Source: an optimization exercise on an open RTL-to-GDS flow (aim: small area, a short achievable clock period and few clock cycles per item). Production flows keep margins and buffers that such runs may drop. RTL that was checked went through simulation tests only; none was proved equivalent to the original.

==> inputs of run C <==
// qubit_measure
module qubit_measure (
    input  logic               clk,
    input  logic               rst,
    input  logic               in_valid,
    output logic               in_ready,
    input  logic signed [15:0] in_alpha,
    input  logic signed [15:0] in_beta,
    output logic               out_valid,
    input  logic               out_ready,
    output logic               out_bit,
    output logic [15:0]        out_alpha,
    output logic [15:0]        out_beta,
    output logic               out_err
);
    localparam int LAT = 4;           
    localparam int D   = 6;           
    logic        acc, take, push, res_bit, res_err;
    logic [15:0] lfsr_q, lfsr_nx;
    logic [15:0] a_q, b_q;
    logic [4:1] v_q;
    logic [31:0] p0_d, t_d;
    logic [47:0] xa, xb;
    assign lfsr_nx = lfsr_q[0] ? ((lfsr_q >> 1) ^ 16'hB400) : (lfsr_q >> 1);
    always_ff @(posedge clk) begin
        if (rst) lfsr_q <= 16'hACE1;
        else     lfsr_q <= lfsr_nx;
    end
    logic [15:0] rs0;
    assign rs0 = lfsr_q[0] ? ((lfsr_q >> 1) ^ 16'hB400) : (lfsr_q >> 1);
    logic [17:0] rx;
    logic [7:0]  e1_q, e2_q, en_q;
    logic        er15_q;
    assign rx = {1'b0, rs0, 1'b0};
    always_ff @(posedge clk) begin
        for (int k = 0; k < 8; k++) begin
            e1_q[k] <= rx[2*k+1] ^ rx[2*k];
            e2_q[k] <= (rx[2*k+2] & ~rx[2*k+1] & ~rx[2*k]) | (~rx[2*k+2] & rx[2*k+1] & rx[2*k]);
        end
    end
    always_comb begin
        for (int k = 0; k < 8; k++) en_q[k] = lfsr_q[2*k+1];
    end
    assign er15_q = lfsr_q[15];
    logic pp1;
    logic pp2;
    logic pp3;
    logic pp4;
    logic pp5;
    logic pp6;
    logic pp7;
    logic pp8;
    logic pp9;
    logic pp10;
    logic pp11;
    logic pp12;
    logic pp13;
    logic pp14;
    logic pp15;
    logic pp16;
    logic pp17;
    logic pp18;
    logic pp19;
    logic pp20;
    logic pp21;
    logic pp22;
    logic pp23;
    logic pp24;
    logic pp25;
  ...
Settings: LEC_CHECK=0, CAP_MARGIN=20, CORE_MARGIN=2, CORE_UTILIZATION=40, CTS_CLUSTER_DIAMETER=150, CTS_CLUSTER_SIZE=30, SLEW_MARGIN=20, SYNTH_HIERARCHICAL=1, SYNTH_MINIMUM_KEEP_SIZE=0; clock period 11.0 ns.
standard.sh (not shown) runs the stock make flow with config.mk's settings and CLKGATE_MAP_FILE= SYNTH_SCRIPT=/design/flow/synth_recipe.tcl, a recipe that flattens the netlist after the stock synthesis.
==> flow/flow/run.sh <==
#!/bin/bash
# The standard layout (standard.sh) with timing repair aiming for extra
# setup slack, so that the achieved period is short. The clock period and
# constraints stay the design's.
set -euo pipefail
export SETUP_SLACK_MARGIN=7.6
export POST_SYNTH_TCL="$(pwd)/flow/downsize.tcl"
bash standard.sh > standard.log 2>&1
==> flow/flow/downsize.tcl <==
# Run after synthesis (POST_SYNTH_TCL): set every combinational cell that
# synthesis gave a drive strength above 1 to its drive-1 variant. The timing
# repair later sizes up what the critical paths need. Registers keep their
# cell type and size.
set n 0
foreach inst [get_cells *] {
  set m [get_property $inst ref_name]
  if {[regexp {^(sky130_fd_sc_hd__[a-z0-9]+)_([0-9]+)$} $m -> base sz] && $sz > 1} {
    if {[regexp {df|dl|sdf|edf|conb|clkbuf|clkinv|clkdly|tap|fill|decap} $base]} { continue }
    set cand "${base}_1"
    if {[llength [get_lib_cells -quiet */$cand]] > 0} {
      replace_cell $inst $cand
      incr n
    }
  }
}
puts "downsize: $n cells set to drive strength 1"
==> run F: changes against run C <==
--- a/flow/config.mk
+++ b/flow/config.mk
@@ -9,5 +9,3 @@
 export CORE_MARGIN = 2
-export CORE_UTILIZATION = 40
-export CTS_CLUSTER_DIAMETER = 150
-export CTS_CLUSTER_SIZE = 30
+export CORE_UTILIZATION = 60
 export SLEW_MARGIN = 20
==> run X: changes against run C <==
--- a/flow/config.mk
+++ b/flow/config.mk
@@ -10,4 +10,4 @@
 export CORE_UTILIZATION = 40
-export CTS_CLUSTER_DIAMETER = 150
-export CTS_CLUSTER_SIZE = 30
+export CTS_CLUSTER_DIAMETER = 100
+export CTS_CLUSTER_SIZE = 20
 export SLEW_MARGIN = 20
==> comparison table <==
                                                                                run F              run C              run X
Minimum setup slack among reg-to-reg paths                                    7310 ps            7390 ps            7410 ps
Placed wire-length estimate after detailed placement                         49.21 mm           50.23 mm           50.23 mm
Final non-clock buffer share                                                   3.363%             3.629%             3.579%
Number of clock buffers in the layout                                              55                 20                 28
Area added between synthesis and finish                                        12.76%             11.32%             12.25%
Launching instance or port of the critical path                     sa0_q[17]$_DFF_P_  sa0_q[13]$_DFF_P_  sa0_q[16]$_DFF_P_
Setup slack of the critical path after layout                                 7310 ps            7390 ps            7408 ps
Area of the core region                                                     46560 um2          70030 um2          70030 um2
Clock skew                                                                   19.40 ps           23.68 ps           22.76 ps
Met2 WL                                                                      35.00 mm           35.10 mm           35.76 mm
Number of nets in the layout                                                     3269               3252               3261
Vias/cell                                                                       6.156              5.543              5.574
Outcome                                              no timing/DRC/antenna violations  no timing/DRC/antenna violations  no timing/DRC/antenna violations
Clock latency of the later-clocked register in the worst-skew pair             580 ps             560 ps             590 ps
Level count of the clock H-tree                                                     2                  1                  1
No run of this note included a check of the RTL's function; only the layout flow was run.

---

==> trial 18: inputs <==
Another version of the RTL of qubit_measure (not shown whole).
==> flow/config.mk <==
export PLATFORM = sky130hd
export DESIGN_NAME = qubit_measure
export DESIGN_NICKNAME = qubit_measure
export VERILOG_FILES = /design/flow/design.v
export SDC_FILE = /design/flow/constraint.sdc
export NUM_CORES = 4
export LEC_CHECK = 0
export CAP_MARGIN = 20
export CORE_MARGIN = 2
export CORE_UTILIZATION = 40
export CTS_BUF_LIST = sky130_fd_sc_hd__clkbuf_8
export CTS_CLUSTER_DIAMETER = 100
export CTS_CLUSTER_SIZE = 15
export PLACE_DENSITY = 0.75
export SLEW_MARGIN = 20
export SYNTH_HIERARCHICAL = 1
export SYNTH_MINIMUM_KEEP_SIZE = 0
==> flow/constraint.sdc <==
create_clock -name core_clock -period 11.0 [get_ports {clk}]
set_input_delay 2.2000 -clock core_clock [delete_from_list [all_inputs] [get_ports {clk}]]
set_output_delay 2.2000 -clock core_clock [all_outputs]
set_load 0.01 [all_outputs]
==> flow/flow/run.sh <==
#!/bin/bash
set -euo pipefail
export SETUP_SLACK_MARGIN=7.7
export POST_SYNTH_TCL="$(pwd)/flow/downsize.tcl"
bash standard.sh > standard.log 2>&1
Scripts as last shown in full above: flow/flow/downsize.tcl
==> trial 36: changes against trial 18 <==
==> flow/flow/run.sh (replaced) <==
#!/bin/bash
set -euo pipefail
export SETUP_SLACK_MARGIN=7.6
export POST_SYNTH_TCL="$(pwd)/flow/downsize.tcl"
bash standard.sh > standard.log 2>&1
- CTS_CLUSTER_DIAMETER: 100 -> 80
- CTS_CLUSTER_SIZE: 15 -> 12
==> build 93: changes against trial 18 <==
==> flow/flow/run.sh (replaced) <==
#!/bin/bash
set -euo pipefail
export SETUP_SLACK_MARGIN=7.5
export POST_SYNTH_TCL="$(pwd)/flow/downsize.tcl"
bash standard.sh > standard.log 2>&1
==> comparison table <==
Routed metal-1 wirelength: trial 18 27730 um; trial 36 27370 um; build 93 26770 um
Capture point of the worst reg-to-reg path: trial 18 xb_q[16]$_DFF_P_; trial 36 xb_q[18]$_DFF_P_; build 93 xc_q$_DFF_P_
Crit. Startpoint: trial 18 ob_q$_DFF_P_; trial 36 e1_q[0]$_DFF_P_; build 93 e1_q[0]$_DFF_P_
Dpl cell area: trial 18 29360 um^2; trial 36 29330 um^2; build 93 29350 um^2
Stages on the worst setup path: trial 18 2; trial 36 8; build 93 10
Setup clock skew after layout: trial 18 0.03593 ns; trial 36 0.02395 ns; build 93 0.02017 ns
Routability congestion estimate: trial 18 0.8637; trial 36 0.8683; build 93 0.8872
Worst-path cell with the longest stage delay: trial 18 sky130_fd_sc_hd__dfxtp_2; trial 36 sky130_fd_sc_hd__fa_1; build 93 sky130_fd_sc_hd__maj3_1
Multi-input gate area: trial 18 19450 um^2; trial 36 19200 um^2; build 93 19130 um^2
Via count of the first global-routing pass: trial 18 19450; trial 36 19550; build 93 19320
Status: trial 18 complete, no violations; trial 36 complete, no violations; build 93 complete, no violations
Count of inserted antenna diode cells: trial 18 0; trial 36 0; build 93 1
Slew at the pin closest to its max-slew limit: trial 18 0.7313 ns; trial 36 0.7490 ns; build 93 0.8763 ns
Fraction of final layout cells sized beyond drive strength 1: trial 18 0.1075; trial 36 0.08278; build 93 0.05968
Average routed wire per standard cell: trial 18 18.86 um; trial 36 18.63 um; build 93 18.63 um
Cts repair resizes: trial 18 123; trial 36 67; build 93 45
Testbench counts of trial 18, summed over its fixed seeds: cycles 2,088, items 2,048.
Testbench counts of trial 36, summed over its fixed seeds: cycles 2,088, items 2,048.
Testbench counts of build 93, summed over its fixed seeds: cycles 2,088, items 2,048.

## port drivers added, routing unchanged
The flow's constraints put no driver on any port. The routed layouts listed below were extracted and timed again, unchanged, in two steps. Step 1, drivers: a clkbuf_16 drives clk and a buf_2 each remaining input, both assumed. Step 2 adds t to the input delays and takes it off the output delays; t is the mean of the earliest and latest rising clock arrival at the registers after step 1. Input paths then give back, and output paths get back, about the clock's delay inside the block. Slacks: no drivers / after step 1 / after step 2; pairs: no drivers / after step 1.
run | t, ns | setup slack, ns | latest minus earliest clock arrival (ns) | cell pins on the clock port's net
run C | 0.605 | 7.390 / 7.390 / 7.265 | 0.023 / 0.024 | 1
run F | 0.627 | 7.310 / 7.310 / 7.253 | 0.019 / 0.019 | 1
run X | 0.647 | 7.408 / 7.408 / 7.261 | 0.024 / 0.024 | 1
trial 18 | 0.695 | 7.573 / 7.522 / 7.131 | 0.039 / 0.040 | 1
trial 36 | 0.676 | 7.671 / 7.632 / 7.058 | 0.027 / 0.027 | 1
build 93 | 0.726 | 7.518 / 7.515 / 7.093 | 0.020 / 0.020 | 1
After both steps setup and hold are still met in every run listed. For trial 36, which loses most, drivers alone change the setup slack by -0.039 ns; drivers and shift together by -0.613 ns.
